From an optimization exercise on the open Yosys and OpenROAD flow, aimed at small area, a short achievable clock period and few clock cycles; shortcuts taken in it are not production practice.
Function was checked by simulation only, so behaviour that the tests miss may differ from the original.
Power figures rest on the tool's default switching activity, not on a simulated workload.

==> design/flow/config.mk <==
export PLATFORM = sky130hd
export DESIGN_NAME = pe_top
export DESIGN_NICKNAME = pe_top
export VERILOG_FILES = /design/flow/design.v
export SDC_FILE = /design/flow/constraint.sdc
export NUM_CORES = 4
export LEC_CHECK = 0
export ABC_CLOCK_PERIOD_IN_PS = 3300
export CAP_MARGIN = 20
export CORE_MARGIN = 2
export CORE_UTILIZATION = 40
export SETUP_SLACK_MARGIN = 3.8
export SLEW_MARGIN = 20
==> design/flow/constraint.sdc <==
create_clock -name core_clock -period 7.0 [get_ports {CLK}]
set_input_delay 1.4000 -clock core_clock [delete_from_list [all_inputs] [get_ports {CLK}]]
set_output_delay 1.4000 -clock core_clock [all_outputs]
set_load 0.01 [all_outputs]
==> design/flow/design.v <==
package pe_pkg;
  typedef logic signed [8-1:0]  opnd_t;     
  typedef logic signed [16-1:0]  prod_t;     
  typedef logic signed [32-1:0]   acc_t;      
  typedef logic signed [19-1:0]   pe_out_t;   
  typedef logic        [5-1:0] shift_t;    
  typedef struct packed {
    opnd_t   a;           
    opnd_t   b;           
    pe_out_t d;           
    logic    propagate;   
    shift_t  shift;       
  } pe_req_t;
  typedef struct packed {
    prod_t   prod_s;      
    prod_t   prod_c;      
    pe_out_t d;           
    logic    propagate;
    shift_t  shift;       
  } prod_beat_t;
  typedef struct packed {
    acc_t    drain_s;     
    acc_t    drain_c;     
    shift_t  shift;       
  } drain_beat_t;
endpackage
`timescale 1ns/10ps
module mac_pp
(
  input  logic [7:0]  a,
  input  logic [7:0]  b,
  output logic [35:0] pp
);
  logic pp_0_0;
  assign pp_0_0 = a[0] & b[0];
  logic pp_0_1;
  assign pp_0_1 = a[0] & b[1];
  logic pp_0_2;
  assign pp_0_2 = a[0] & b[2];
  logic pp_0_3;
  assign pp_0_3 = a[0] & b[3];
  logic pp_0_4;
  assign pp_0_4 = a[0] & b[4];
  logic pp_0_5;
  assign pp_0_5 = a[0] & b[5];
  logic pp_0_6;
  assign pp_0_6 = a[0] & b[6];
  logic pp_0_7;
  assign pp_0_7 = ~(a[0] & b[7]);
  logic pp_1_0;
  assign pp_1_0 = a[1] & b[0];
  logic pp_1_1;
  assign pp_1_1 = a[1] & b[1];
  logic pp_1_2;
  assign pp_1_2 = a[1] & b[2];
  logic pp_1_3;
  assign pp_1_3 = a[1] & b[3];
  logic pp_1_4;
  assign pp_1_4 = a[1] & b[4];
  logic pp_1_5;
  assign pp_1_5 = a[1] & b[5];
  logic pp_1_6;
  assign pp_1_6 = a[1] & b[6];
  logic pp_1_7;
  assign pp_1_7 = ~(a[1] & b[7]);
  logic pp_2_0;
  assign pp_2_0 = a[2] & b[0];
  logic pp_2_1;
  assign pp_2_1 = a[2] & b[1];
  logic pp_2_2;
  assign pp_2_2 = a[2] & b[2];
  logic pp_2_3;
  assign pp_2_3 = a[2] & b[3];
  logic pp_2_4;
  assign pp_2_4 = a[2] & b[4];
  logic pp_2_5;
  assign pp_2_5 = a[2] & b[5];
  logic pp_2_6;
  assign pp_2_6 = a[2] & b[6];
  logic pp_2_7;
  assign pp_2_7 = ~(a[2] & b[7]);
  logic pp_3_0;
  assign pp_3_0 = a[3] & b[0];
  logic pp_3_1;
  assign pp_3_1 = a[3] & b[1];
  logic pp_3_2;
  assign pp_3_2 = a[3] & b[2];
  logic pp_3_3;
  assign pp_3_3 = a[3] & b[3];
  logic pp_3_4;
  assign pp_3_4 = a[3] & b[4];
  logic pp_3_5;
  assign pp_3_5 = a[3] & b[5];
  logic pp_3_6;
  assign pp_3_6 = a[3] & b[6];
  logic pp_3_7;
  assign pp_3_7 = ~(a[3] & b[7]);
  logic pp_4_0;
  assign pp_4_0 = a[4] & b[0];
  logic pp_4_1;
  assign pp_4_1 = a[4] & b[1];
  logic pp_4_2;
  assign pp_4_2 = a[4] & b[2];
  logic pp_4_3;
  assign pp_4_3 = a[4] & b[3];
  logic pp_4_4;
  assign pp_4_4 = a[4] & b[4];
  logic pp_4_5;
  assign pp_4_5 = a[4] & b[5];
  logic pp_4_6;
  assign pp_4_6 = a[4] & b[6];
  logic pp_4_7;
  assign pp_4_7 = ~(a[4] & b[7]);
  logic pp_5_0;
  assign pp_5_0 = a[5] & b[0];
  logic pp_5_1;
  assign pp_5_1 = a[5] & b[1];
  logic pp_5_2;
  assign pp_5_2 = a[5] & b[2];
  logic pp_5_3;
  assign pp_5_3 = a[5] & b[3];
  logic pp_5_4;
  assign pp_5_4 = a[5] & b[4];
  logic pp_5_5;
  assign pp_5_5 = a[5] & b[5];
  logic pp_5_6;
  assign pp_5_6 = a[5] & b[6];
  logic pp_5_7;
  assign pp_5_7 = ~(a[5] & b[7]);
  logic pp_6_0;
  assign pp_6_0 = a[6] & b[0];
  logic pp_6_1;
  assign pp_6_1 = a[6] & b[1];
  logic pp_6_2;
  assign pp_6_2 = a[6] & b[2];
  logic pp_6_3;
  assign pp_6_3 = a[6] & b[3];
  logic pp_6_4;
  assign pp_6_4 = a[6] & b[4];
  logic pp_6_5;
  assign pp_6_5 = a[6] & b[5];
  logic pp_6_6;
  assign pp_6_6 = a[6] & b[6];
  logic pp_6_7;
  assign pp_6_7 = ~(a[6] & b[7]);
  logic pp_7_0;
  assign pp_7_0 = ~(a[7] & b[0]);
  logic pp_7_1;
  assign pp_7_1 = ~(a[7] & b[1]);
  logic pp_7_2;
  assign pp_7_2 = ~(a[7] & b[2]);
  logic pp_7_3;
  assign pp_7_3 = ~(a[7] & b[3]);
  logic pp_7_4;
  assign pp_7_4 = ~(a[7] & b[4]);
  logic pp_7_5;
  assign pp_7_5 = ~(a[7] & b[5]);
  logic pp_7_6;
  assign pp_7_6 = ~(a[7] & b[6]);
  logic pp_7_7;
  assign pp_7_7 = a[7] & b[7];
  logic zs0;
  logic zc0;
  assign zs0 = pp_0_6 ^ pp_1_5;
  assign zc0 = pp_0_6 & pp_1_5;
  logic zs1;
  logic zc1;
  assign zs1 = pp_0_7 ^ pp_1_6 ^ pp_2_5;
  assign zc1 = (pp_0_7 & pp_1_6) | (pp_0_7 & pp_2_5) | (pp_1_6 & pp_2_5);
  logic zs2;
  logic zc2;
  assign zs2 = pp_1_7 ^ pp_2_6 ^ pp_3_5;
  assign zc2 = (pp_1_7 & pp_2_6) | (pp_1_7 & pp_3_5) | (pp_2_6 & pp_3_5);
  logic zs3;
  logic zc3;
  assign zs3 = pp_2_7 ^ pp_3_6;
  assign zc3 = pp_2_7 & pp_3_6;
  logic zs4;
  logic zc4;
  assign zs4 = pp_0_4 ^ pp_1_3;
  assign zc4 = pp_0_4 & pp_1_3;
  logic zs5;
  logic zc5;
  assign zs5 = pp_0_5 ^ pp_1_4 ^ pp_2_3;
  assign zc5 = (pp_0_5 & pp_1_4) | (pp_0_5 & pp_2_3) | (pp_1_4 & pp_2_3);
  logic zs6;
  logic zc6;
  assign zs6 = zs0 ^ pp_2_4 ^ pp_3_3;
  assign zc6 = (zs0 & pp_2_4) | (zs0 & pp_3_3) | (pp_2_4 & pp_3_3);
  logic zs7;
  logic zc7;
  assign zs7 = zc0 ^ zs1 ^ pp_3_4;
  assign zc7 = (zc0 & zs1) | (zc0 & pp_3_4) | (zs1 & pp_3_4);
  logic zs8;
  logic zc8;
  assign zs8 = pp_4_3 ^ pp_5_2;
  assign zc8 = pp_4_3 & pp_5_2;
  logic zs9;
  logic zc9;
  assign zs9 = zc1 ^ zs2 ^ pp_4_4;
  assign zc9 = (zc1 & zs2) | (zc1 & pp_4_4) | (zs2 & pp_4_4);
  logic zs10;
  logic zc10;
  assign zs10 = pp_5_3 ^ pp_6_2 ^ pp_7_1;
  assign zc10 = (pp_5_3 & pp_6_2) | (pp_5_3 & pp_7_1) | (pp_6_2 & pp_7_1);
  logic zs11;
  logic zc11;
  assign zs11 = zc2 ^ zs3 ^ pp_4_5;
  assign zc11 = (zc2 & zs3) | (zc2 & pp_4_5) | (zs3 & pp_4_5);
  logic zs12;
  logic zc12;
  assign zs12 = pp_5_4 ^ pp_6_3;
  assign zc12 = pp_5_4 & pp_6_3;
  logic zs13;
  logic zc13;
  assign zs13 = zc3 ^ pp_3_7 ^ pp_4_6;
  assign zc13 = (zc3 & pp_3_7) | (zc3 & pp_4_6) | (pp_3_7 & pp_4_6);
  logic zs14;
  logic zc14;
  assign zs14 = pp_5_5 ^ pp_6_4;
  assign zc14 = pp_5_5 & pp_6_4;
  logic zs15;
  logic zc15;
  assign zs15 = pp_4_7 ^ pp_5_6 ^ pp_6_5;
  assign zc15 = (pp_4_7 & pp_5_6) | (pp_4_7 & pp_6_5) | (pp_5_6 & pp_6_5);
  logic zs16;
  logic zc16;
  assign zs16 = pp_0_3 ^ pp_1_2;
  assign zc16 = pp_0_3 & pp_1_2;
  logic zs17;
  logic zc17;
  assign zs17 = zs4 ^ pp_2_2 ^ pp_3_1;
  assign zc17 = (zs4 & pp_2_2) | (zs4 & pp_3_1) | (pp_2_2 & pp_3_1);
  logic zs18;
  logic zc18;
  assign zs18 = zc4 ^ zs5 ^ pp_3_2;
  assign zc18 = (zc4 & zs5) | (zc4 & pp_3_2) | (zs5 & pp_3_2);
  logic zs19;
  logic zc19;
  assign zs19 = zc5 ^ zs6 ^ pp_4_2;
  assign zc19 = (zc5 & zs6) | (zc5 & pp_4_2) | (zs6 & pp_4_2);
  logic zs20;
  logic zc20;
  assign zs20 = zc6 ^ zs7 ^ zs8;
  assign zc20 = (zc6 & zs7) | (zc6 & zs8) | (zs7 & zs8);
  logic zs21;
  logic zc21;
  assign zs21 = zc7 ^ zc8 ^ zs9;
  assign zc21 = (zc7 & zc8) | (zc7 & zs9) | (zc8 & zs9);
  logic zs22;
  logic zc22;
  assign zs22 = zc9 ^ zc10 ^ zs11;
  assign zc22 = (zc9 & zc10) | (zc9 & zs11) | (zc10 & zs11);
  logic zs23;
  logic zc23;
  assign zs23 = zc11 ^ zc12 ^ zs13;
  assign zc23 = (zc11 & zc12) | (zc11 & zs13) | (zc12 & zs13);
  logic zs24;
  logic zc24;
  assign zs24 = zc13 ^ zc14 ^ zs15;
  assign zc24 = (zc13 & zc14) | (zc13 & zs15) | (zc14 & zs15);
  logic zs25;
  logic zc25;
  assign zs25 = zc15 ^ pp_5_7 ^ pp_6_6;
  assign zc25 = (zc15 & pp_5_7) | (zc15 & pp_6_6) | (pp_5_7 & pp_6_6);
  logic zs26;
  logic zc26;
  assign zs26 = pp_0_2 ^ pp_1_1;
  assign zc26 = pp_0_2 & pp_1_1;
  logic zs27;
  logic zc27;
  assign zs27 = zs16 ^ pp_2_1 ^ pp_3_0;
  assign zc27 = (zs16 & pp_2_1) | (zs16 & pp_3_0) | (pp_2_1 & pp_3_0);
  logic zs28;
  logic zc28;
  assign zs28 = zc16 ^ zs17 ^ pp_4_0;
  assign zc28 = (zc16 & zs17) | (zc16 & pp_4_0) | (zs17 & pp_4_0);
  logic zs29;
  logic zc29;
  assign zs29 = zc17 ^ zs18 ^ pp_4_1;
  assign zc29 = (zc17 & zs18) | (zc17 & pp_4_1) | (zs18 & pp_4_1);
  logic zs30;
  logic zc30;
  assign zs30 = zc18 ^ zs19 ^ pp_5_1;
  assign zc30 = (zc18 & zs19) | (zc18 & pp_5_1) | (zs19 & pp_5_1);
  logic zs31;
  logic zc31;
  assign zs31 = zc19 ^ zs20 ^ pp_6_1;
  assign zc31 = (zc19 & zs20) | (zc19 & pp_6_1) | (zs20 & pp_6_1);
  logic zs32;
  logic zc32;
  assign zs32 = zc20 ^ zs21 ^ zs10;
  assign zc32 = (zc20 & zs21) | (zc20 & zs10) | (zs21 & zs10);
  logic zs33;
  logic zc33;
  assign zs33 = zc21 ^ zs22 ^ zs12;
  assign zc33 = (zc21 & zs22) | (zc21 & zs12) | (zs22 & zs12);
  logic zs34;
  logic zc34;
  assign zs34 = zc22 ^ zs23 ^ zs14;
  assign zc34 = (zc22 & zs23) | (zc22 & zs14) | (zs23 & zs14);
  logic zs35;
  logic zc35;
  assign zs35 = zc23 ^ zs24 ^ pp_7_4;
  assign zc35 = (zc23 & zs24) | (zc23 & pp_7_4) | (zs24 & pp_7_4);
  logic zs36;
  logic zc36;
  assign zs36 = zc24 ^ zs25 ^ pp_7_5;
  assign zc36 = (zc24 & zs25) | (zc24 & pp_7_5) | (zs25 & pp_7_5);
  logic zs37;
  logic zc37;
  assign zs37 = zc25 ^ pp_6_7 ^ pp_7_6;
  assign zc37 = (zc25 & pp_6_7) | (zc25 & pp_7_6) | (pp_6_7 & pp_7_6);
  assign pp[0] = pp_0_0;
  assign pp[1] = pp_0_1;
  assign pp[2] = pp_1_0;
  assign pp[3] = zs26;
  assign pp[4] = pp_2_0;
  assign pp[5] = zc26;
  assign pp[6] = zs27;
  assign pp[7] = zc27;
  assign pp[8] = zs28;
  assign pp[9] = zc28;
  assign pp[10] = zs29;
  assign pp[11] = pp_5_0;
  assign pp[12] = zc29;
  assign pp[13] = zs30;
  assign pp[14] = pp_6_0;
  assign pp[15] = zc30;
  assign pp[16] = zs31;
  assign pp[17] = pp_7_0;
  assign pp[18] = zc31;
  assign pp[19] = zs32;
  assign pp[20] = 1'b1;
  assign pp[21] = zc32;
  assign pp[22] = zs33;
  assign pp[23] = pp_7_2;
  assign pp[24] = zc33;
  assign pp[25] = zs34;
  assign pp[26] = pp_7_3;
  assign pp[27] = zc34;
  assign pp[28] = zs35;
  assign pp[29] = zc35;
  assign pp[30] = zs36;
  assign pp[31] = zc36;
  assign pp[32] = zs37;
  assign pp[33] = zc37;
  assign pp[34] = pp_7_7;
  assign pp[35] = 1'b1;
endmodule
module mac_acc
(
  input  logic [35:0] pp,
  input  logic [31:0] base,
  output logic [31:0] y
);
  logic ys0;
  logic yc0;
  assign ys0 = pp[9] ^ pp[10];
  assign yc0 = pp[9] & pp[10];
  logic ys1;
  logic yc1;
  assign ys1 = pp[12] ^ pp[13] ^ pp[14];
  assign yc1 = (pp[12] & pp[13]) | (pp[12] & pp[14]) | (pp[13] & pp[14]);
  logic ys2;
  logic yc2;
  assign ys2 = pp[15] ^ pp[16] ^ pp[17];
  assign yc2 = (pp[15] & pp[16]) | (pp[15] & pp[17]) | (pp[16] & pp[17]);
  logic ys3;
  logic yc3;
  assign ys3 = pp[18] ^ pp[19] ^ pp[20];
  assign yc3 = (pp[18] & pp[19]) | (pp[18] & pp[20]) | (pp[19] & pp[20]);
  logic ys4;
  logic yc4;
  assign ys4 = pp[21] ^ pp[22] ^ pp[23];
  assign yc4 = (pp[21] & pp[22]) | (pp[21] & pp[23]) | (pp[22] & pp[23]);
  logic ys5;
  logic yc5;
  assign ys5 = pp[24] ^ pp[25] ^ pp[26];
  assign yc5 = (pp[24] & pp[25]) | (pp[24] & pp[26]) | (pp[25] & pp[26]);
  logic ys6;
  logic yc6;
  assign ys6 = pp[27] ^ pp[28];
  assign yc6 = pp[27] & pp[28];
  logic ys7;
  logic yc7;
  assign ys7 = pp[29] ^ pp[30];
  assign yc7 = pp[29] & pp[30];
  logic ys8;
  logic yc8;
  assign ys8 = pp[31] ^ pp[32];
  assign yc8 = pp[31] & pp[32];
  logic ys9;
  logic yc9;
  assign ys9 = pp[33] ^ pp[34];
  assign yc9 = pp[33] & pp[34];
  logic ys10;
  logic yc10;
  assign ys10 = pp[1] ^ pp[2];
  assign yc10 = pp[1] & pp[2];
  logic ys11;
  logic yc11;
  assign ys11 = pp[3] ^ pp[4] ^ base[2];
  assign yc11 = (pp[3] & pp[4]) | (pp[3] & base[2]) | (pp[4] & base[2]);
  logic ys12;
  logic yc12;
  assign ys12 = pp[5] ^ pp[6] ^ base[3];
  assign yc12 = (pp[5] & pp[6]) | (pp[5] & base[3]) | (pp[6] & base[3]);
  logic ys13;
  logic yc13;
  assign ys13 = pp[7] ^ pp[8] ^ base[4];
  assign yc13 = (pp[7] & pp[8]) | (pp[7] & base[4]) | (pp[8] & base[4]);
  logic ys14;
  logic yc14;
  assign ys14 = ys0 ^ pp[11] ^ base[5];
  assign yc14 = (ys0 & pp[11]) | (ys0 & base[5]) | (pp[11] & base[5]);
  logic ys15;
  logic yc15;
  assign ys15 = yc0 ^ ys1 ^ base[6];
  assign yc15 = (yc0 & ys1) | (yc0 & base[6]) | (ys1 & base[6]);
  logic ys16;
  logic yc16;
  assign ys16 = yc1 ^ ys2 ^ base[7];
  assign yc16 = (yc1 & ys2) | (yc1 & base[7]) | (ys2 & base[7]);
  logic ys17;
  logic yc17;
  assign ys17 = yc2 ^ ys3 ^ base[8];
  assign yc17 = (yc2 & ys3) | (yc2 & base[8]) | (ys3 & base[8]);
  logic ys18;
  logic yc18;
  assign ys18 = yc3 ^ ys4 ^ base[9];
  assign yc18 = (yc3 & ys4) | (yc3 & base[9]) | (ys4 & base[9]);
  logic ys19;
  logic yc19;
  assign ys19 = yc4 ^ ys5 ^ base[10];
  assign yc19 = (yc4 & ys5) | (yc4 & base[10]) | (ys5 & base[10]);
  logic ys20;
  logic yc20;
  assign ys20 = yc5 ^ ys6 ^ base[11];
  assign yc20 = (yc5 & ys6) | (yc5 & base[11]) | (ys6 & base[11]);
  logic ys21;
  logic yc21;
  assign ys21 = yc6 ^ ys7 ^ base[12];
  assign yc21 = (yc6 & ys7) | (yc6 & base[12]) | (ys7 & base[12]);
  logic ys22;
  logic yc22;
  assign ys22 = yc7 ^ ys8 ^ base[13];
  assign yc22 = (yc7 & ys8) | (yc7 & base[13]) | (ys8 & base[13]);
  logic ys23;
  logic yc23;
  assign ys23 = yc8 ^ ys9 ^ base[14];
  assign yc23 = (yc8 & ys9) | (yc8 & base[14]) | (ys9 & base[14]);
  logic ys24;
  logic yc24;
  assign ys24 = yc9 ^ pp[35] ^ base[15];
  assign yc24 = (yc9 & pp[35]) | (yc9 & base[15]) | (pp[35] & base[15]);
  logic [15:0] r0, r1;
  logic [16:0] lo;
  assign r0 = {yc23, yc22, yc21, yc20, yc19, yc18, yc17, yc16, yc15, yc14, yc13, yc12, yc11, yc10, ys10, pp[0]};
  assign r1 = {ys24, ys23, ys22, ys21, ys20, ys19, ys18, ys17, ys16, ys15, ys14, ys13, ys12, ys11, base[1], base[0]};
  assign lo = {1'b0, r0} + {1'b0, r1};
  logic [1:0] kc;
  assign kc = {yc24, lo[16]};
  logic k0, k2;
  assign k0 = (kc == '0);
  always_comb begin
    k2 = 1'b0;
    for (int i = 0; i < 2; i++)
      for (int j = i + 1; j < 2; j++)
        k2 = k2 | (kc[i] & kc[j]);
  end
  logic [15:0] hi_inc, hi_dec, hi;
  assign hi_inc = base[31:16] + 16'd1;
  assign hi_dec = base[31:16] - 16'd1;
  assign hi = k2 ? hi_inc : (k0 ? hi_dec : base[31:16]);
  assign y = {hi, lo[15:0]};
endmodule
`timescale 1ns/10ps
module round_sat_stage
(
  input  logic signed [31:0] x,
  input  logic [4:0]         shift,
  output logic [18:0]        y,        
  output logic               up        
);
  logic [32:0] x0;
  logic [34:0] t16;
  logic [26:0] t8;
  logic [22:0] t4;
  logic [20:0] t2;
  logic [19:0] t1;
  logic        sticky;
  logic [13:0] above;      
  logic        hi_ok;      
  logic        rnd;
  logic [18:0] q;
  always_comb begin
    x0 = {x, 1'b0};
    for (int i = 0; i < 35; i++)
      t16[i] = shift[4] ? ((i + 16 < 33) ? x0[i+16] : x[31]) : ((i < 33) ? x0[i] : x[31]);
    for (int i = 0; i < 27; i++) t8[i] = shift[3] ? t16[i+8] : t16[i];
    for (int i = 0; i < 23; i++) t4[i] = shift[2] ? t8[i+4]  : t8[i];
    for (int i = 0; i < 21; i++) t2[i] = shift[1] ? t4[i+2]  : t4[i];
    for (int i = 0; i < 20; i++) t1[i] = shift[0] ? t2[i+1]  : t2[i];
    q = t1[19:1];
    sticky = (shift[4] && (|x0[15:0])) || (shift[3] && (|t16[7:0])) ||
             (shift[2] && (|t8[3:0]))  || (shift[1] && (|t4[1:0])) ||
             (shift[0] && t2[0]);
    above[13] = 1'b0;
    for (int k = 12; k >= 0; k--) above[k] = above[k+1] | (x[18+k] ^ x[31]);
    hi_ok = (shift >= 5'd14) ? 1'b1 : !above[shift[3:0]];
    rnd = t1[0] && (sticky || t1[1]);
    if (!hi_ok) begin
      y  = x[31] ? 19'h40000 : 19'h3ffff;
      up = 1'b0;
    end else begin
      y  = q;
      up = rnd && (q != 19'h3ffff);
    end
  end
endmodule
`timescale 1ns/10ps
module pe_top
(
  input  logic    CLK,
  input  logic    rst_n,
  input  logic    req_valid,
  output logic    req_ready,
  input  pe_pkg::opnd_t   req_a,
  input  pe_pkg::opnd_t   req_b,
  input  pe_pkg::pe_out_t req_d,
  input  logic    req_propagate,
  input  pe_pkg::shift_t  req_shift,
  output logic    res_valid,
  input  logic    res_ready,
  output pe_pkg::pe_out_t res
);
  localparam int PPW = 36;
  logic        v0;
  logic [PPW-1:0] pp0;      
  logic [PPW-1:0] pp_in;
  logic [18:0] d0;
  logic        f0;           
  logic [4:0]  s0;
  logic        last_prop;
  logic [31:0] acc;
  logic [18:0] pre;
  logic [18:0] res_q;        
  logic        up_q;
  logic        slot;         
  logic        adv;          
  logic [31:0] base;
  logic [31:0] sum;
  logic [18:0] rs_y;
  logic        rs_up;
  assign slot      = !res_valid || res_ready;
  assign adv       = v0 && slot;
  assign req_ready = !v0 || slot;
  always_ff @(posedge CLK or negedge rst_n) begin
    if (!rst_n) begin
      v0        <= 1'b0;
      last_prop <= 1'b0;
    end else if (req_ready) begin
      v0 <= req_valid;
      if (req_valid) last_prop <= req_propagate;
    end
  end
  always_ff @(posedge CLK) begin
    if (req_ready) begin
      pp0 <= pp_in;
      d0 <= req_d;
      f0 <= req_propagate ^ last_prop;
      s0 <= req_shift;
    end
  end
  mac_pp pp_i (
    .a  (req_a),
    .b  (req_b),
    .pp (pp_in)
  );
  assign base = f0 ? {{13{pre[18]}}, pre} : acc;
  mac_acc mac_i (
    .pp   (pp0),
    .base (base),
    .y    (sum)
  );
  round_sat_stage round_i (
    .x     (acc),
    .shift (s0),
    .y     (rs_y),
    .up    (rs_up)
  );
  always_ff @(posedge CLK or negedge rst_n) begin
    if (!rst_n) begin
      acc       <= '0;
      pre       <= '0;
      res_valid <= 1'b0;
    end else begin
      if (slot) res_valid <= v0;
      if (adv) begin
        acc <= sum;
        pre <= d0;
      end
    end
  end
  always_ff @(posedge CLK) begin
    if (slot) begin
      res_q <= f0 ? rs_y : pre;
      up_q  <= f0 && rs_up;
    end
  end
  assign res = res_q + 19'(up_q);
endmodule
==> design/flow/run.sh <==
#!/bin/bash
# synth_recipe.tcl (not shown) runs the flow's synth.tcl, then flattens the netlist and writes it again
# the make line also repeats each setting of config.mk as NAME=value (left out here)
make -C /OpenROAD-flow-scripts/flow DESIGN_CONFIG=/design/flow/config.mk WORK_HOME=/design/flow/orfs CLKGATE_MAP_FILE= SYNTH_SCRIPT=/design/flow/synth_recipe.tcl finish
==> results of run 1 <==
==> what timing repair did <==
item	CTS	global route
pin swaps	37	32
gates cloned	3	0
gates resized for setup	192	52
buffers inserted	40	13
setup endpoints to repair	79	62
==> how the worst max path moves through the flow <==
stage | start | to | slack [ps] | cells after the start
floorplan | res_ready | req_ready | 2710 | 1
global placement | req_b[5] | mac_i.pp[19]$_DFFE_PN_ | 2630 | 6
detailed placement | req_b[5] | mac_i.pp[19]$_DFFE_PN_ | 2570 | 6
CTS | f0$_DFFE_PN_ | acc[26]$_DFFE_PN0P_ | 3350 | 15
global route | mac_i.pp[26]$_DFFE_PN_ | acc[26]$_DFFE_PN0P_ | 3210 | 14
finish | f0$_DFFE_PN_ | acc[31]$_DFFE_PN0P_ | 3310 | 15
==> power by group through the flow <==
stage | logic, mW | registers (mW) | clock network (mW)
CTS | 3.43 | 1.41 | 0.892
global route | 4.06 | 1.45 | 0.932
finish | 3.69 | 1.42 | 0.881
global placement | 2.86 | 1.41 | 0
detailed placement | 2.89 | 1.42 | 0
floorplan | 2.43 | 1.20 | 0
==> cells in the final DEF (no fill, tap or decap), types with 18 or more instances in the layout <==
| master | instances |
|---|---|
| nand2_1 | 154 |
| edfxtp_1 | 79 |
| inv_1 | 75 |
| o21ai_0 | 57 |
| dfrtp_1 | 53 |
| mux2i_1 | 50 |
| nor2_1 | 49 |
| buf_4 | 44 |
| and2_1 | 43 |
| a21oi_1 | 36 |
| fa_1 | 32 |
| clkdlybuf4s50_1 | 29 |
| nand3_1 | 26 |
| buf_6 | 23 |
| ha_1 | 22 |
| xnor2_1 | 18 |
==> worst max-delay path: cells and delay by family, from the launching register on <==
family          cells  cell delay [ps]
compound gates      5              690
fa+ha+maj           2              780
mux                 1              310
simple gates        2              780
flops               1              370
buf+inv             5              600
==> through the flow <==
| stage | std cells | setup WS (ps) |
|---|---|---|
| final | 1505 | 3306 |
| after global routing | 1505 | 3212 |
| after CTS | 1492 | 3352 |
| after detailed placement | 1417 | 2565 |
| after global placement | 1417 | 2627 |
| after floorplan | 1073 | 2712 |
==> cells by family (layout without fill, tap and decap cells) <==
group	after synthesis	after routing	share of synthesized area (%)
compound gates	218	218	13.94
mux	91	91	10.97
fa+ha+maj	84	84	13.63
buf+inv	148	250	5.884
xor+xnor	33	33	2.791
simple gates	366	366	16.82
flops	133	133	35.96
==> state kept, by name, summed over array words and instances, names as in the netlist <==
signal	flops
acc	32
d0	19
f0	1
last_prop	1
mac_i.pp	34
pre	19
res_q	19
res_valid	1
s0	5
up_q	1
v0	1
==> routing by layer <==
layer | global-route usage, % | wire length, um | vias up
li1 | - | - | 3964
met1 | 27.75 | 12310 | 3974
met3 | 3.189 | 1024 | 27
met4 | 6.245 | 438 | 0
met5 | 0 | 0 | -
met2 | 33.82 | 13160 | 199
==> final cells by class <==
cell class,instances,share of cell area [%]
Sequential cell,133,28.83
Multi-Input combinational cell,792,51.76
Timing Repair inverter,1,0.03874
Clock buffer,18,3.399
Inverter,86,2.547
Timing Repair Buffer,131,9.181
Clock inverter,14,1.046
Tap cell,330,3.196
==> run_results.csv, run 1 <==
group,metric,value,unit
run_status,status,"finished clean",
synth,async_flop_share,40.60,%
timing,setup_tns,0,ps
global_routing,overflow,0,
critical_path,cpPeakStageDelay,490,ps
power_and_ir_drop,p_switching,2.645,mW
timing,finalHoldViolCount,0,
synth,yosys.area.top_type,"edfxtp_1",
critical_path,cp-start-kind,"flip-flop",
timing,worstMarginPinSlew,839.5,ps
cells_and_area,final_util,51.01,%
die,die_w,164.9,um
power_and_ir_drop,p_sw_share,44.10,%
synth,synth_commonest_cells,"nand2_1 (158), inv_1 (84), edfxtp_1 (79), o21ai_0 (71), mux2i_1 (57)",
timing,rsz0062_at_grt,"true",
clock_tree,cts.htree.levels,4,
global_routing,first_global_vias,7944,
timing,skew,14.35,ps
clock_tree,path_clk_slew,70,ps
clock_tree,root_buffer,"clkbuf_16",
die,rows,58,
timing,slew-limit-headroom,44.03,%
cells_and_area,drive_gt1_share,24.77,%
cells_and_area,stdcell_area,12920,um^2
placed_design,finalWeightedCongestion,0.8549,
critical_path,worstPathMaxFanout,6,
synth,ys_types,77,
power_and_ir_drop,seqPwrFrac,23.7,%
drt,postRouteWirelength,26930,um
drt,drt_first_pass_iters,5,
clock_tree,cts_tree,"built",
global_routing,antenna_found_initial,0,
placed_design,place_area,11440,um^2
worst_hold_path,hp-class,"reg2reg",
cells_and_area,n_antenna_cell,0,
timing,finalSetupViolCount,0,
die,die-area,27190,um^2
drt,vias_per_cell,5.425,
synth,synth-edff-count,79,
power_and_ir_drop,ir_drop,0.2829,mV
placed_design,port_buffers,65,
synth,synth_area,10350,um^2
cells_and_area,multi_input_area,6688,um^2
synth,synthFlopType,"edfxtp_1",
global_routing,grt_pass1_wl,42880,um
synth,synthesis.nets,1202,
timing,clock.fmax,0.2707,GHz
synth,yosys_warnings,3,
critical_path,r2r-start,"f0$_DFFE_PN_",
global_routing,grt_usage,20.46,%
critical_path,reg2reg_depth,15,
critical_path,reg2reg_to,"acc[31]$_DFFE_PN0P_",
clock_tree,holdBufCountCts,0,
clock_tree,cts_sinks,133,
critical_path,crit_path_end_kind,"flip-flop",
cells_and_area,n_fill_cell,2277,
cells_and_area,seq_area,3725,um^2
drt,route.detailed.drc,0,
worst_hold_path,worstHoldEndpoint,"pre[4]$_DFFE_PN0P_",
critical_path,path_cells,"buf_6 -> buf_12 -> mux2_4 -> fa_2 -> ha_4 -> inv_2 -> o21bai_4 -> a31oi_4 -> buf_4 -> buf_6 -> or4_4 -> a21oi_4 -> a211oi_4 -> nor3_4 -> a221oi_1",
power_and_ir_drop,finalPower,5.997,mW
power_and_ir_drop,combinationalPowerShare,61.6,%
power_and_ir_drop,power.density,464.2,nW/um^2
timing,fin_crit,3694,ps
power_and_ir_drop,cellLeakagePower,5.308,nW
power_and_ir_drop,clockPowerShare,14.7,%
clock_tree,cts_buffers,17,
synth,syn_inst,1073,
synth,ys_ff_latch,133,
die,core_area,25330,um^2
synth,synth_area_leaders,"edfxtp_1 (23%), dfrtp_1 (13%), fa_1 (9.3%), nand2_1 (5.7%), mux2i_1 (5.5%)",
clock_tree,clock_latency,430,ps
power_and_ir_drop,p_int,3.352,mW
timing,slew_viol_final,0,
drt,via_count,8164,
drt,drt_iter0_drc,544,
critical_path,crit_required,7280,ps
critical_path,critPathArrivalTime,3970,ps
drt,postRouteAntennaNets,0,
critical_path,path_class,"reg2reg",
synth,synth.top_cell.area_share,22.91,%
die,ios,66,
die,start_util,40.89,%
critical_path,ff2ff_setup_slack,3310,ps
placed_design,dp_hpwl,18840,um
cells_and_area,syn_to_final_growth,24.77,%
job,cap_violations,0,
synth,yosysSeqAreaShare,35.96,%
synth,synth_area_per_cell,9.650,um^2
critical_path,cp_common_cell,"buf_6",
synth,yosysMostFrequentCell,"nand2_1",
cells_and_area,layout.nets,1291,
drt,detail_route.wl_per_cell,17.90,um
timing,period_share,52.77,%
worst_hold_path,min_delay_path_depth,2,
timing,timing.hold.ws,436.2,ps
global_routing,grt_max_degree,62,
die,die_h,164.9,um
worst_hold_path,hp-start,"d0[4]$_DFFE_PN_",
critical_path,cp_slowest_cell,"fa_2",
clock_tree,cts.path.max_buffers,2,
Testbench counts, summed over its fixed seeds: cycles 12,016.
==> run 2: changes to the inputs <==
--- a/design/flow/config.mk
+++ b/design/flow/config.mk
@@ -7,3 +7,3 @@
 export LEC_CHECK = 0
-export ABC_CLOCK_PERIOD_IN_PS = 3300
+export ABC_CLOCK_PERIOD_IN_PS = 1500
 export CAP_MARGIN = 20
==> run 2 against run 1 <==
- still clean
- worst hold slack unchanged
- register-to-register slack about the same
- first-iteration DRC count unchanged
- utilization unchanged
- combinational power about the same
- worst setup slack unchanged
- non-clock buffer count unchanged
- critical path depth unchanged
- clock-buffer cell count unchanged
- clock skew unchanged
- highest routed layer unchanged
==> run_results.csv, run 2 <==
group,metric,value,unit
run_status,status,"finished clean",
critical_path,path_class,"reg2reg",
synth,yosys.area.top_type,"edfxtp_1",
synth,synthFlopType,"edfxtp_1",
critical_path,cp_slowest_cell,"fa_2",
drt,drt_first_pass_iters,5,
critical_path,path_buf_inv,5,
cells_and_area,seq_area,3725,um^2
power_and_ir_drop,finalPower,5.997,mW
power_and_ir_drop,power.density,464.2,nW/um^2
global_routing,grt_util_met3,3.189,%
cells_and_area,final_cells,1505,
job,cap_violations,0,
global_routing,grt_usage,20.46,%
cells_and_area,n_fill_cell,2277,
synth,synth_area_leaders,"edfxtp_1 (23%), dfrtp_1 (13%), fa_1 (9.3%), nand2_1 (5.7%), mux2i_1 (5.5%)",
die,die_h,164.9,um
global_routing,overflow,0,
global_routing,grt.busiest_layer,"met2",
power_and_ir_drop,cellLeakagePower,5.308,nW
timing,timing.hold.ws,436.2,ps
clock_tree,cts.htree.levels,4,
timing,slew_viol_final,0,
global_routing,grt_max_degree,62,
cells_and_area,n_antenna_cell,0,
clock_tree,path_clk_slew,70,ps
global_routing,grtUsageMet1,27.75,%
cells_and_area,final_cell_mix,"nand2_1 (154), edfxtp_1 (79), inv_1 (75), o21ai_0 (57), dfrtp_1 (53)",
die,rows,58,
clock_tree,cts_sinks,133,
clock_tree,holdBufCountCts,0,
global_routing,grt_pass1_wl,42880,um
placed_design,port_buffers,65,
timing,slew-limit-headroom,44.03,%
synth,async_flop_share,40.60,%
drt,postRouteAntennaNets,0,
timing,rsz0062_at_grt,"true",
die,die_w,164.9,um
timing,finalHoldViolCount,0,
critical_path,cp_common_cell,"buf_6",
power_and_ir_drop,ir_drop,0.2829,mV
drt,route.detailed.drc,0,
clock_tree,cts_tree,"built",
clock_tree,cts.path.max_buffers,2,
clock_tree,cts_buffers,17,
timing,clock.fmax,0.2707,GHz
drt,via_count,8164,
synth,syn_inst,1073,
placed_design,place_area,11440,um^2
synth,synth.top_cell.area_share,22.91,%
cells_and_area,syn_to_final_growth,24.77,%
synth,synth_area,10350,um^2
timing,period_share,52.77,%
global_routing,first_global_vias,7944,
drt,detail_route.wl_per_cell,17.90,um
critical_path,cp-start-kind,"flip-flop",
placed_design,finalWeightedCongestion,0.8549,
timing,setup_tns,0,ps
drt,postRouteWirelength,26930,um
global_routing,met2_usage,33.82,%
die,core_area,25330,um^2
synth,ys_types,77,
cells_and_area,stdcell_area,12920,um^2
timing,finalSetupViolCount,0,
placed_design,pre_cts_ws,2565,ps
worst_hold_path,hp-class,"reg2reg",
critical_path,path_delay_family,"adder cells",
critical_path,reg2reg_depth,15,
synth,synth_commonest_cells,"nand2_1 (158), inv_1 (84), edfxtp_1 (79), o21ai_0 (71), mux2i_1 (57)",
critical_path,cpPeakStageDelay,490,ps
timing,worstMarginPinSlew,839.5,ps
critical_path,worstPathMaxFanout,6,
synth,synthesis.nets,1202,
synth,yosysSeqAreaShare,35.96,%
global_routing,antenna_found_initial,0,
synth,yosys_warnings,3,
placed_design,dp_hpwl,18840,um
cells_and_area,final_common_cell,"nand2_1",
critical_path,crit_path_end_kind,"flip-flop",
synth,ys_ff_latch,133,
synth,synth_area_per_cell,9.650,um^2
timing,skew,14.35,ps
drt,drt_iter0_drc,544,
cells_and_area,multi_input_area,6688,um^2
cells_and_area,drive_gt1_share,24.77,%
placed_design,dpl.cell_count,1417,
drt,vias_per_cell,5.425,
die,ios,66,
clock_tree,root_buffer,"clkbuf_16",
critical_path,critPathArrivalTime,3970,ps
critical_path,crit_required,7280,ps
timing,fin_crit,3694,ps
timing,fin_ws,3306,ps
die,start_util,40.89,%
synth,yosysMostFrequentCell,"nand2_1",
synth,synth-edff-count,79,
cells_and_area,largest_register_ffs,34,
critical_path,cp_num_cells,15,
die,die-area,27190,um^2
cells_and_area,layout.nets,1291,
worst_hold_path,min_delay_path_depth,2,
clock_tree,clock_latency,430,ps
cells_and_area,final_util,51.01,%
critical_path,path_cells,"buf_6 -> buf_12 -> mux2_4 -> fa_2 -> ha_4 -> inv_2 -> o21bai_4 -> a31oi_4 -> buf_4 -> buf_6 -> or4_4 -> a21oi_4 -> a211oi_4 -> nor3_4 -> a221oi_1",
[run 2: cell counts in the layout (fill, tap and decap cells not counted)]
No cell type changed its count.
[run 2: logic make-up after synthesis]
logic type	share of synthesized area (%)
flip-flops	35.96
XOR/XNOR	2.791
adder cells (fa/ha/maj)	13.63
AO/OA/AOI/OAI	13.94
buffers and inverters	5.884
multiplexers	10.97
AND/OR/NAND/NOR	16.82
[run 2: area by class of cell]
cell class | count | share of cell area [%]
multi-input combinational | 792 | 51.76
sequential | 133 | 28.83
timing repair inverter | 1 | 0.03874
clock buffer | 18 | 3.399
clock inverter | 14 | 1.046
inverter | 86 | 2.547
tap | 330 | 3.196
timing repair buffer | 131 | 9.181
[run 2: worst min-delay path, cell delays in order, from the launching register on]
cell	delay, ps
edfxtp_1	320
nand2_1	50
nand2_1	40
[run 2: timing repair]
item / CTS / global route
hold endpoints to repair: 0 / 0
setup buffers: 40 / 13
pin swaps: 37 / 32
endpoints found under the setup margin: 79 / 62
gates resized for setup: 192 / 52
gates cloned: 3 / 0
[run 2: metal layers]
metal	part of all wire (%)	up-vias	wire (um)
met4	1.6	0	438
li1	-	3964	-
met1	46	3974	12310
met5	0	-	0
met3	3.8	27	1024
met2	49	199	13160
[run 2: worst paths after layout]
kind	startpoint	to	slack (ps)
setup / recovery	f0$_DFFE_PN_	acc[31]$_DFFE_PN0P_	3310
hold / removal	d0[4]$_DFFE_PN_	pre[4]$_DFFE_PN0P_	440
setup reg to reg	f0$_DFFE_PN_	acc[31]$_DFFE_PN0P_	3310
hold reg to reg	d0[4]$_DFFE_PN_	pre[4]$_DFFE_PN0P_	440
max in group asynchronous	rst_n	acc[31]$_DFFE_PN0P_	5330
min in group asynchronous	rst_n	acc[27]$_DFFE_PN0P_	1110
[run 2: power breakdown]
group	leakage (nW)	total, mW	internal, mW	switching, mW
Clock	0.271	0.881	0.480	0.401
Sequential	1.46	1.42	1.07	0.349
Combinational	3.57	3.69	1.80	1.89
==> run 3: changes to the inputs <==
--- a/design/flow/config.mk
+++ b/design/flow/config.mk
@@ -7,6 +7,6 @@
 export LEC_CHECK = 0
-export ABC_CLOCK_PERIOD_IN_PS = 1500
 export CAP_MARGIN = 20
 export CORE_MARGIN = 2
-export CORE_UTILIZATION = 40
+export CORE_UTILIZATION = 65
+export CTS_BUF_LIST = sky130_fd_sc_hd__clkbuf_4 sky130_fd_sc_hd__clkbuf_8
 export SETUP_SLACK_MARGIN = 3.8
==> run 3 against run 2 <==
- sequential share of layout area is 0.54 points higher
- highest routed layer unchanged
- worst setup slack worse by 69 ps
- still clean on timing, DRC and antenna
- die area is 38% lower
- largest power group unchanged
- flip-flop and latch count stayed put
==> run_results.csv, run 3 <==
group,metric,value,unit
clock_tree,cts_tree,"built",
die,die_w,130.2,um
critical_path,cp-start-kind,"flip-flop",
drt,via_count,8814,
synth,synthFlopType,"edfxtp_1",
critical_path,path_buf_inv,4,
worst_hold_path,worstHoldEndpoint,"pre[3]$_DFFE_PN0P_",
synth,synth.top_cell.area_share,22.91,%
cells_and_area,final_util,80.70,%
cells_and_area,largest_register_ffs,34,
critical_path,reg2reg_to,"acc[30]$_DFFE_PN0P_",
synth,ys_ff_latch,133,
die,ios,66,
critical_path,cp_slowest_cell,"fa_1",
clock_tree,clock_latency,480,ps
synth,yosys.area.top_type,"edfxtp_1",
power_and_ir_drop,p_switching,2.822,mW
cells_and_area,stdcell_area,12680,um^2
synth,synth_area_per_cell,9.650,um^2
timing,rsz0062_at_grt,"true",
drt,postRouteAntennaNets,0,
timing,clock.fmax,0.2657,GHz
clock_tree,cts.path.max_buffers,2,
synth,syn_inst,1073,
power_and_ir_drop,clockPowerShare,10.5,%
synth,ys_types,77,
power_and_ir_drop,ir_drop,0.3236,mV
clock_tree,cts_sinks,133,
synth,yosysMostFrequentCell,"nand2_1",
job,cap_violations,0,
critical_path,cp_common_cell,"o21a_1",
placed_design,finalWeightedCongestion,0.9153,
timing,finalSetupViolCount,0,
worst_hold_path,hp-class,"reg2reg",
die,rows,46,
power_and_ir_drop,power.density,480.6,nW/um^2
synth,async_flop_share,40.60,%
die,die_h,130.2,um
global_routing,overflow,0,
global_routing,grt_usage,34.56,%
placed_design,port_buffers,65,
critical_path,critPathArrivalTime,4100,ps
power_and_ir_drop,seqPwrFrac,23.7,%
drt,postRouteWirelength,29000,um
cells_and_area,final_common_cell,"nand2_1",
drt,drt_first_pass_iters,6,
timing,fin_crit,3763,ps
timing,setup_tns,0,ps
synth,yosys_warnings,3,
synth,synth_area,10350,um^2
critical_path,r2r-start,"f0$_DFFE_PN_",
drt,drt_iter0_drc,818,
synth,synth_area_leaders,"edfxtp_1 (23%), dfrtp_1 (13%), fa_1 (9.3%), nand2_1 (5.7%), mux2i_1 (5.5%)",
worst_hold_path,min_delay_path_depth,2,
power_and_ir_drop,p_sw_share,46.31,%
timing,worstMarginPinSlew,1018,ps
placed_design,pre_cts_ws,2549,ps
timing,slew-limit-headroom,32.14,%
placed_design,dp_hpwl,18600,um
synth,synth_commonest_cells,"nand2_1 (158), inv_1 (84), edfxtp_1 (79), o21ai_0 (71), mux2i_1 (57)",
cells_and_area,final_cells,1393,
synth,yosysSeqAreaShare,35.96,%
critical_path,cpPeakStageDelay,550,ps
clock_tree,path_clk_slew,80,ps
die,start_util,65.90,%
global_routing,first_global_vias,8382,
critical_path,path_delay_family,"compound AO/OA/AOI/OAI gates",
timing,skew,17.68,ps
cells_and_area,n_antenna_cell,0,
timing,slew_viol_final,0,
critical_path,crit_required,7340,ps
timing,period_share,53.76,%
placed_design,dpl.cell_count,1301,
clock_tree,cts.htree.levels,4,
placed_design,place_area,11280,um^2
drt,detail_route.wl_per_cell,20.82,um
cells_and_area,layout.nets,1293,
clock_tree,root_buffer,"clkbuf_8",
critical_path,worstPathMaxFanout,7,
cells_and_area,n_fill_cell,1001,
synth,synth-edff-count,79,
global_routing,antenna_found_initial,0,
critical_path,path_class,"reg2reg",
critical_path,ff2ff_setup_slack,3240,ps
drt,route.detailed.drc,0,
timing,fin_ws,3237,ps
global_routing,grt_pass1_wl,44130,um
run_status,status,"finished clean",
clock_tree,cts_buffers,17,
cells_and_area,syn_to_final_growth,22.45,%
power_and_ir_drop,p_int,3.272,mW
die,die-area,16960,um^2
die,core_area,15710,um^2
power_and_ir_drop,combinationalPowerShare,65.8,%
critical_path,path_cells,"buf_12 -> buf_6 -> mux2i_4 -> fa_1 -> inv_2 -> ha_4 -> o21a_1 -> o21a_1 -> o21ai_4 -> nor4_4 -> buf_4 -> or3_4 -> o32ai_4 -> mux2i_1 -> o211ai_2",
critical_path,crit_path_end_kind,"flip-flop",
worst_hold_path,hp-start,"d0[3]$_DFFE_PN_",
synth,synthesis.nets,1202,
drt,vias_per_cell,6.327,
global_routing,grt_max_degree,62,
critical_path,reg2reg_depth,15,
cells_and_area,drive_gt1_share,24.72,%
power_and_ir_drop,cellLeakagePower,5.250,nW
timing,finalHoldViolCount,0,
cells_and_area,final_cell_mix,"nand2_1 (155), edfxtp_1 (79), inv_1 (75), o21ai_0 (60), dfrtp_1 (54)",
run 3: worst max path at each step:
stage	start	endpoint	slack, ps	cells past startpoint
floorplan	res_ready	req_ready	2710	1
global placement	req_a[1]	mac_i.pp[16]$_DFFE_PN_	2610	8
detailed placement	req_a[1]	mac_i.pp[16]$_DFFE_PN_	2550	8
CTS	f0$_DFFE_PN_	acc[26]$_DFFE_PN0P_	3350	14
global route	f0$_DFFE_PN_	acc[26]$_DFFE_PN0P_	3160	15
finish	f0$_DFFE_PN_	acc[30]$_DFFE_PN0P_	3240	15
run 3: cells by family after synthesis:
logic type,count (synthesis),share of synthesized area (%)
adders and majority gates,84,13.63
xor gates and xnor gates,33,2.791
and+or+nand+nor,366,16.82
AOI/OAI and AO/OA,218,13.94
muxes,91,10.97
buffers and inverters,148,5.884
DFF,133,35.96
run 3: what timing repair did:
item,4_1_cts,5_1_grt
resized for setup,194,41
gates cloned,4,0
endpoints found under the setup margin,81,60
pin swaps,46,22
hold buffers,0,0
setup buffers,45,11
run 3: power groups by stage:
stage / logic, mW / registers, mW / clock network [mW]
floorplan: 2.43 / 1.20 / 0
global placement: 2.82 / 1.41 / 0
detailed placement: 2.89 / 1.42 / 0
CTS: 3.51 / 1.41 / 0.642
global route: 4.30 / 1.46 / 0.672
finish: 4.01 / 1.44 / 0.640
run 3: cell type report:
cell class	instances	area (um^2)	area share, %
Clock inverter	12	120.1	0.9473
Clock buffer	20	269.0	2.122
Tap cell	216	270.3	2.131
Timing Repair Buffer	133	1250	9.858
Sequential cell	133	3724	29.37
Multi-Input combinational cell	792	6713	52.94
Timing Repair inverter	1	5.005	0.03947
Inverter	86	329.1	2.595
run 3: through the flow:
stage	total power, mW	hold WS [ps]
floorplan	3.632	414.6
detailed placement	4.306	427.0
CTS	5.568	452.1
global placement	4.225	420.7
finish	6.094	442.2
global route	6.436	471.3
run 3: layer usage:
metal | vias to the layer above | part of all wire [%] | GRT usage (%)
li1 | 3963 | - | -
met1 | 4346 | 39 | 44.11
met2 | 418 | 50 | 59.04
met3 | 87 | 6.9 | 5.945
met4 | 0 | 3.7 | 13.85
met5 | - | 0 | 0
run 3: tightest hold or removal path, stage by stage, from the launching register on:
cell and delay [ps]:
edfxtp_1 330, nand2_1 40, nand2_1 50
==> run 4: changes to the inputs <==
--- a/design/flow/design.v
+++ b/design/flow/design.v
@@ -353,4 +353,6 @@
   input  logic [35:0] pp,
-  input  logic [31:0] base,
-  output logic [31:0] y
+  input  logic [15:0] base,
+  output logic [15:0] y,
+  output logic        inc,
+  output logic        dec
 );
@@ -471,7 +473,5 @@
   end
-  logic [15:0] hi_inc, hi_dec, hi;
-  assign hi_inc = base[31:16] + 16'd1;
-  assign hi_dec = base[31:16] - 16'd1;
-  assign hi = k2 ? hi_inc : (k0 ? hi_dec : base[31:16]);
-  assign y = {hi, lo[15:0]};
+  assign y = lo[15:0];
+  assign inc = k2;
+  assign dec = k0;
 endmodule
@@ -545,3 +545,8 @@
   logic        last_prop;
-  logic [31:0] acc;
+  logic [15:0] acc_lo;
+  logic [15:0] acc_hi;       
+  logic        acc_inc;      
+  logic        acc_dec;      
+  logic [15:0] hi_res;       
+  logic [31:0] acc;          
   logic [18:0] pre;
@@ -552,3 +557,5 @@
   logic [31:0] base;
-  logic [31:0] sum;
+  logic [15:0] sum_lo;
+  logic        sum_inc;
+  logic        sum_dec;
   logic [18:0] rs_y;
@@ -580,2 +587,13 @@
   );
+  always_comb begin
+    logic ones, zeros;
+    ones  = 1'b1;
+    zeros = 1'b1;
+    for (int i = 0; i < 16; i++) begin
+      hi_res[i] = acc_hi[i] ^ ((acc_inc && ones) || (acc_dec && zeros));
+      ones  = ones && acc_hi[i];
+      zeros = zeros && !acc_hi[i];
+    end
+  end
+  assign acc  = {hi_res, acc_lo};
   assign base = f0 ? {{13{pre[18]}}, pre} : acc;
@@ -583,4 +601,6 @@
     .pp   (pp0),
-    .base (base),
-    .y    (sum)
+    .base (base[15:0]),
+    .y    (sum_lo),
+    .inc  (sum_inc),
+    .dec  (sum_dec)
   );
@@ -594,3 +614,6 @@
     if (!rst_n) begin
-      acc       <= '0;
+      acc_lo    <= '0;
+      acc_hi    <= '0;
+      acc_inc   <= 1'b0;
+      acc_dec   <= 1'b0;
       pre       <= '0;
@@ -600,3 +623,6 @@
       if (adv) begin
-        acc <= sum;
+        acc_lo  <= sum_lo;
+        acc_hi  <= base[31:16];
+        acc_inc <= sum_inc;
+        acc_dec <= sum_dec;
         pre <= d0;
--- a/design/flow/config.mk
+++ b/design/flow/config.mk
@@ -7,6 +7,6 @@
 export LEC_CHECK = 0
+export ABC_CLOCK_PERIOD_IN_PS = 3300
 export CAP_MARGIN = 20
 export CORE_MARGIN = 2
-export CORE_UTILIZATION = 65
-export CTS_BUF_LIST = sky130_fd_sc_hd__clkbuf_4 sky130_fd_sc_hd__clkbuf_8
+export CORE_UTILIZATION = 40
 export SETUP_SLACK_MARGIN = 3.8
==> run 4 against run 3 <==
- final cell count increased by 14%
- flip-flop and latch count increased by 2
- die area increased by 67%
- worst hold slack improved by 34 ps
- non-clock buffer count increased by 39
- clock power increased by 41%
- largest power group unchanged
- sequential power about the same
- total power decreased by 2.9%
- synthesized area increased by 4.1%
- sequential share of layout area decreased by 2.4 points
==> run_results.csv, run 4 <==
group,metric,value,unit
cells_and_area,drive_gt1_share,32.90,%
die,ios,66,
timing,setup_tns,0,ps
clock_tree,root_buffer,"clkbuf_16",
cells_and_area,final_cell_mix,"buf_4 (90), nand2_1 (85), edfxtp_1 (79), nor2_1 (57), inv_1 (52)",
synth,synth_area,10780,um^2
timing,finalSetupViolCount,0,
synth,ys_ff_latch,135,
timing,period_share,50.20,%
synth,synth-edff-count,79,
clock_tree,cts_tree,"built",
clock_tree,path_clk_slew,60,ps
die,rows,60,
timing,slew-limit-headroom,39.18,%
synth,synth_commonest_cells,"nand2_1 (92), edfxtp_1 (79), nor2_1 (62), inv_1 (59)",
cells_and_area,largest_register_ffs,34,
clock_tree,cts_buffers,17,
synth,async_flop_share,41.48,%
power_and_ir_drop,ir_drop,0.1969,mV
drt,via_count,9283,
synth,yosys_warnings,3,
drt,route.detailed.drc,0,
critical_path,cp_slowest_cell,"edfxtp_1",
cells_and_area,final_common_cell,"buf_4",
critical_path,crit_required,5600,ps
die,start_util,40.35,%
drt,postRouteAntennaNets,0,
timing,worstMarginPinSlew,911.3,ps
cells_and_area,final_cells,1585,
synth,synth_area_leaders,"edfxtp_1 (22%), dfrtp_1 (13%), fa_1 (8.9%), mux2_2 (4.5%), ha_1 (3.9%)",
job,cap_violations,0,
cells_and_area,syn_to_final_growth,30.22,%
critical_path,cpPeakStageDelay,360,ps
critical_path,worstPathMaxFanout,3,
synth,yosysSeqAreaShare,34.99,%
die,die_w,168.2,um
synth,synth_area_per_cell,9.742,um^2
global_routing,grt_max_degree,62,
timing,skew,10.40,ps
global_routing,first_global_vias,9313,
power_and_ir_drop,power.density,421.3,nW/um^2
clock_tree,holdBufCountCts,0,
placed_design,dp_hpwl,22590,um
die,die_h,168.2,um
cells_and_area,final_util,52.55,%
global_routing,antenna_found_initial,1,
drt,postRouteWirelength,32460,um
placed_design,port_buffers,65,
worst_hold_path,hp-class,"reg2reg",
synth,synthFlopType,"edfxtp_1",
placed_design,finalWeightedCongestion,0.9551,
drt,drt_iter0_drc,699,
synth,yosysMostFrequentCell,"nand2_1",
synth,yosys.area.top_type,"edfxtp_1",
clock_tree,cts.path.max_buffers,2,
synth,ys_types,86,
synth,synth.top_cell.area_share,22.00,%
critical_path,cp_common_cell,"and3_4",
critical_path,cp-start-kind,"flip-flop",
timing,fin_crit,3514,ps
die,die-area,28290,um^2
critical_path,path_cells,"and3_4 -> and3_4 -> nand3_4 -> nor2_4 -> and4_4 -> and2_4 -> nand4_1 -> xnor2_1 -> buf_2",
placed_design,dpl.cell_count,1454,
global_routing,grt_usage,23.09,%
critical_path,crit_path_end_kind,"output port",
synth,syn_inst,1107,
timing,clock.fmax,0.2845,GHz
clock_tree,cts.htree.levels,4,
run_status,status,"finished clean",
power_and_ir_drop,finalPower,5.917,mW
timing,slew_viol_final,0,
synth,synthesis.nets,1234,
timing,rsz0062_at_grt,"true",
drt,drt_first_pass_iters,5,
timing,finalHoldViolCount,0,
critical_path,path_class,"reg2out",
clock_tree,clock_latency,420,ps
global_routing,grt_pass1_wl,51060,um
drt,vias_per_cell,5.857,
cells_and_area,layout.nets,1357,
drt,detail_route.wl_per_cell,20.48,um
die,core_area,26730,um^2
critical_path,critPathArrivalTime,2110,ps
power_and_ir_drop,cellLeakagePower,5.536,nW
clock_tree,cts_sinks,135,
global_routing,overflow,0,
==> run 4: cell families (layout without fill, tap and decap cells) <==
group | Yosys count | count (layout) | share of synthesized area [%]
AND/OR/NAND/NOR | 369 | 370 | 17.98
adder cells (fa/ha/maj) | 82 | 82 | 12.86
XOR/XNOR | 46 | 46 | 3.806
buffers and inverters | 130 | 265 | 4.885
other | 0 | 1 | 0
multiplexers | 82 | 82 | 8.690
flip-flops | 135 | 135 | 34.99
AO/OA/AOI/OAI | 263 | 263 | 16.79
==> run 4: what timing repair did <==
action / in CTS / in global routing
endpoints found under the setup margin: 87 / 52
gates resized for setup: 283 / 45
buffers inserted: 76 / 21
gates cloned: 1 / 0
pin swaps: 72 / 47
==> run 4: power by group <==
group | switching (mW) | internal (mW) | total, mW
clock network | 0.385 | 0.516 | 0.901
registers | 0.353 | 1.11 | 1.46
logic | 1.88 | 1.67 | 3.56
total | 2.62 | 3.30 | 5.92
==> run 4: through the flow <==
stage	hold WS, ps	setup slack [ps]	area (um^2)
3_5_place_dp	464.7	2537	11860
6_report	476.5	3486	14040
3_3_place_gp	457.2	2609	11860
5_1_grt	481.4	3308	14040
2_1_floorplan	455.5	2712	11080
4_1_cts	479.6	3437	13720
==> run 4: worst paths after layout <==
kind	slack [ps]	from	depth (start not counted)	to
max reg2reg	3500	f0$_DFFE_PN_	15	acc_lo[14]$_DFFE_PN0P_
min reg2reg	480	d0[4]$_DFFE_PN_	1	pre[4]$_DFFE_PN0P_
max in group asynchronous	5310	rst_n	2	acc_lo[2]$_DFFE_PN0P_
min	480	d0[4]$_DFFE_PN_	1	pre[4]$_DFFE_PN0P_
max	3490	res_q[3]$_DFFE_PP_	9	res[18]
min in group asynchronous	1130	rst_n	2	acc_hi[4]$_DFFE_PN0P_
==> run 4: routing by layer <==
metal,up-vias,wire length [um],track usage (%)
met4,0,1068,8.583
met2,302,15730,39.27
li1,4338,-,-
met1,4571,14140,29.92
met3,72,1523,3.550
met5,-,0,0
==> run 4: area by class of cell <==
class / instances / area (um^2)
multi-input combinational: 843 / 7577
fill: 2371 / 12680
clock buffer: 20 / 457.9
clock inverter: 12 / 113.9
sequential: 135 / 3790
tap: 341 / 426.7
antenna: 1 / 2.502
inverter: 61 / 237.7
timing repair buffer: 172 / 1438
==> run 4: worst max-delay path, delay by kind of cell, from the launching register on <==
kind          cells  cell delay [ps]
xor+xnor          1              140
buf+inv           1              150
flops             1              360
simple gates      7             1070
Testbench counts of run 4, summed over its fixed seeds: cycles 12,016.
==> run 5: changes to the inputs <==
--- a/design/flow/config.mk
+++ b/design/flow/config.mk
@@ -7,3 +7,2 @@
 export LEC_CHECK = 0
-export ABC_CLOCK_PERIOD_IN_PS = 3300
 export CAP_MARGIN = 20
@@ -11,3 +10,3 @@
 export CORE_UTILIZATION = 40
-export SETUP_SLACK_MARGIN = 3.8
+export SETUP_SLACK_MARGIN = 3.3
 export SLEW_MARGIN = 20
==> run 5 against run 4 <==
- first-iteration DRC count up 8.4%
- via count down 4.1%
- total power down 11%
- critical path type is now in2out
- critical endpoint is now req_ready
- highest routed layer unchanged
==> run_results.csv, run 5 <==
group,metric,value,unit
run_status,status,"finished clean",
timing,rsz0062_at_grt,"true",
drt,drt_first_pass_iters,6,
critical_path,cp_slowest_cell,"clkdlybuf4s50_1",
synth,yosysSeqAreaShare,34.99,%
clock_tree,cts.htree.levels,4,
worst_hold_path,worstHoldEndpoint,"pre[8]$_DFFE_PN0P_",
critical_path,critPathArrivalTime,2230,ps
synth,yosys.area.top_type,"edfxtp_1",
critical_path,path_delay_family,"buffers and inverters",
power_and_ir_drop,p_int,2.915,mW
cells_and_area,syn_to_final_growth,18.19,%
synth,async_flop_share,41.48,%
placed_design,dpl.cell_count,1454,
global_routing,grt_usage,21.56,%
die,die-area,28290,um^2
global_routing,grt_pass1_wl,47550,um
cells_and_area,final_cell_mix,"nand2_1 (90), edfxtp_1 (79), inv_1 (59), nor2_1 (58)",
die,die_h,168.2,um
critical_path,path_class,"in2out",
synth,synth.top_cell.area_share,22.00,%
power_and_ir_drop,seqPwrFrac,27.5,%
worst_hold_path,min_delay_path_depth,1,
clock_tree,clock_latency,430,ps
placed_design,port_buffers,65,
synth,synthFlopType,"edfxtp_1",
die,start_util,40.35,%
cells_and_area,multi_input_area,6857,um^2
cells_and_area,drive_gt1_share,18.53,%
timing,period_share,51.90,%
timing,finalHoldViolCount,0,
cells_and_area,layout.nets,1285,
critical_path,reg2reg_to,"acc_lo[15]$_DFFE_PN0P_",
die,ios,66,
critical_path,cp-start-kind,"primary input",
timing,timing.hold.ws,476.5,ps
power_and_ir_drop,p_switching,2.323,mW
synth,ys_types,86,
worst_hold_path,hp-start,"d0[8]$_DFFE_PN_",
global_routing,antenna_found_initial,0,
timing,fin_crit,3633,ps
job,cap_violations,0,
clock_tree,cts_buffers,17,
critical_path,crit_required,5600,ps
critical_path,cpPeakStageDelay,460,ps
timing,slew-limit-headroom,43.20,%
critical_path,r2r-start,"f0$_DFFE_PN_",
worst_hold_path,hp-class,"reg2reg",
synth,ys_ff_latch,135,
power_and_ir_drop,clockPowerShare,17.0,%
cells_and_area,n_fill_cell,2529,
timing,worstMarginPinSlew,851.1,ps
power_and_ir_drop,combinationalPowerShare,55.5,%
drt,via_count,8902,
critical_path,path_buf_inv,2,
critical_path,path_cells,"clkdlybuf4s50_1 -> nand3b_1 -> clkdlybuf4s15_1",
die,core_area,26730,um^2
clock_tree,cts_tree,"built",
die,die_w,168.2,um
synth,yosys_warnings,3,
clock_tree,cts.path.max_buffers,2,
clock_tree,cts_sinks,135,
synth,synth-edff-count,79,
timing,slew_viol_final,0,
critical_path,crit_start,"res_ready",
power_and_ir_drop,ir_drop,0.1941,mV
cells_and_area,final_common_cell,"nand2_1",
critical_path,ff2ff_setup_slack,3370,ps
timing,setup_tns,0,ps
clock_tree,holdBufCountCts,0,
global_routing,grt_max_degree,62,
drt,drt_iter0_drc,758,
synth,synth_area_leaders,"edfxtp_1 (22%), dfrtp_1 (13%), fa_1 (8.9%), mux2_2 (4.5%), ha_1 (3.9%)",
timing,skew,19.67,ps
synth,syn_inst,1107,
power_and_ir_drop,power.density,411.0,nW/um^2
synth,synth_area,10780,um^2
placed_design,dp_hpwl,22220,um
clock_tree,path_clk_slew,70,ps
critical_path,worstPathMaxFanout,2,
timing,finalSetupViolCount,0,
drt,detail_route.wl_per_cell,20.05,um
clock_tree,root_buffer,"clkbuf_16",
die,rows,60,
drt,postRouteWirelength,30320,um
cells_and_area,final_cells,1512,
cells_and_area,largest_register_ffs,34,
synth,synthesis.nets,1234,
synth,synth_area_per_cell,9.742,um^2
cells_and_area,seq_area,3787,um^2
global_routing,overflow,0,
drt,route.detailed.drc,0,
critical_path,crit_path_end_kind,"output port",
power_and_ir_drop,cellLeakagePower,4.996,nW
cells_and_area,n_antenna_cell,0,
critical_path,reg2reg_depth,13,
drt,vias_per_cell,5.888,
global_routing,first_global_vias,8339,
power_and_ir_drop,p_sw_share,44.35,%
timing,clock.fmax,0.2753,GHz
synth,synth_commonest_cells,"nand2_1 (92), edfxtp_1 (79), nor2_1 (62), inv_1 (59)",
placed_design,finalWeightedCongestion,0.9394,
drt,postRouteAntennaNets,0,
synth,yosysMostFrequentCell,"nand2_1",
## run 5: cell count changes in the layout (fill, tap and decap cells not counted), moves of 7 or more
cell,change
a211oi_1,+13
inv_1,+7
clkdlybuf4s50_1,+19
buf_4,-59
fa_1,+13
and2_4,-8
fa_2,-13
o21ai_0,+7
and2_1,+8
buf_6,-17
buf_2,-9
a211oi_2,-9
## run 5: metal layers
metal	vias to the layer above	wire [um]	track usage, %
li1	4200	-	-
met1	4373	13500	29.62
met2	281	14650	35.61
met3	48	1397	2.656
met4	0	776	7.084
met5	-	0	0
## run 5: timing repair
action,CTS,global route
setup buffers,12,13
cloned,0,1
endpoints found under the setup margin,61,34
gates resized for setup,65,69
pin swaps,9,19
## run 5: through the flow
stage	total power, mW	util [%]	worst slack [ps]	instance area [um^2]
floorplan	3.352	-	2712	10810
global placement	4.033	43.57	2658	11640
detailed placement	4.067	43.57	2607	11640
CTS	5.034	46.40	3295	12400
global route	5.623	47.69	3203	12750
finish	5.238	47.69	3367	12750
## run 5: worst max-delay path by stage
| stage | endpoint | slack (ps) | cells after the start |
|---|---|---|---|
| after floorplan | req_ready | 2710 | 1 |
| after global placement | mac_i.pp[16]$_DFFE_PN_ | 2660 | 8 |
| after detailed placement | mac_i.pp[16]$_DFFE_PN_ | 2610 | 8 |
| after CTS | acc_dec$_DFFE_PN0P_ | 3290 | 13 |
| after global routing | acc_lo[15]$_DFFE_PN0P_ | 3200 | 13 |
| final | req_ready | 3370 | 3 |
## run 5: logic make-up after synthesis
family	count (synthesis)	share of synthesized area [%]
simple gates	369	17.98
compound gates	263	16.79
fa+ha+maj	82	12.86
flops	135	34.99
buf+inv	130	4.885
mux	82	8.690
xor+xnor	46	3.806
## run 5: power groups by stage
stage	Sequential (mW)	Clock (mW)	Combinational [mW]
2_1_floorplan	1.23	0	2.12
3_3_place_gp	1.42	0	2.61
3_5_place_dp	1.43	0	2.63
4_1_cts	1.42	0.907	2.71
5_1_grt	1.48	0.940	3.20
6_report	1.44	0.893	2.91
## run 5: cell type report
type | count | area share, %
tap | 341 | 3.347
multi-input combinational | 843 | 53.79
clock buffer | 19 | 3.475
inverter | 61 | 1.816
clock inverter | 13 | 1.041
sequential | 135 | 29.71
timing repair buffer | 100 | 6.813

## afterwards: timing with drivers on the ports
The flow's constraints put no driver on any port. The routed layouts listed below were extracted and timed again, unchanged, in two steps. Step 1 (the two cells are an assumption about what drives the block):
set clk [get_ports {CLK}]
set_driving_cell -lib_cell sky130_fd_sc_hd__clkbuf_16 $clk
set_driving_cell -lib_cell sky130_fd_sc_hd__buf_2 [delete_from_list [all_inputs] $clk]
Step 2 also shifts input and output timing later by t, the mid clock arrival at the registers, as if the neighbouring blocks saw the same clock. Slacks: ideal ports / drivers / drivers and shift; pairs: ideal ports / drivers.
run | t, ns | slack for setup (ns) | hold WS [ns] | worst register clock-pin slew, ns | worst slew at a driven data input, ns
run 1 | 0.472 | 3.306 / 3.306 / 3.084 | 0.436 / 0.436 / 0.436 | 0.07 / 0.07 | 0.05
run 2 | 0.472 | 3.306 / 3.306 / 3.084 | 0.436 / 0.436 / 0.436 | 0.07 / 0.07 | 0.05
run 3 | 0.513 | 3.237 / 3.237 / 3.054 | 0.442 / 0.442 / 0.442 | 0.09 / 0.09 | 0.10
run 4 | 0.460 | 3.486 / 3.441 / 3.084 | 0.477 / 0.477 / 0.477 | 0.07 / 0.07 | 0.05
run 5 | 0.469 | 3.367 / 3.342 / 2.965 | 0.477 / 0.477 / 0.477 | 0.07 / 0.07 | 0.05
After both steps every run listed still meets setup and hold.
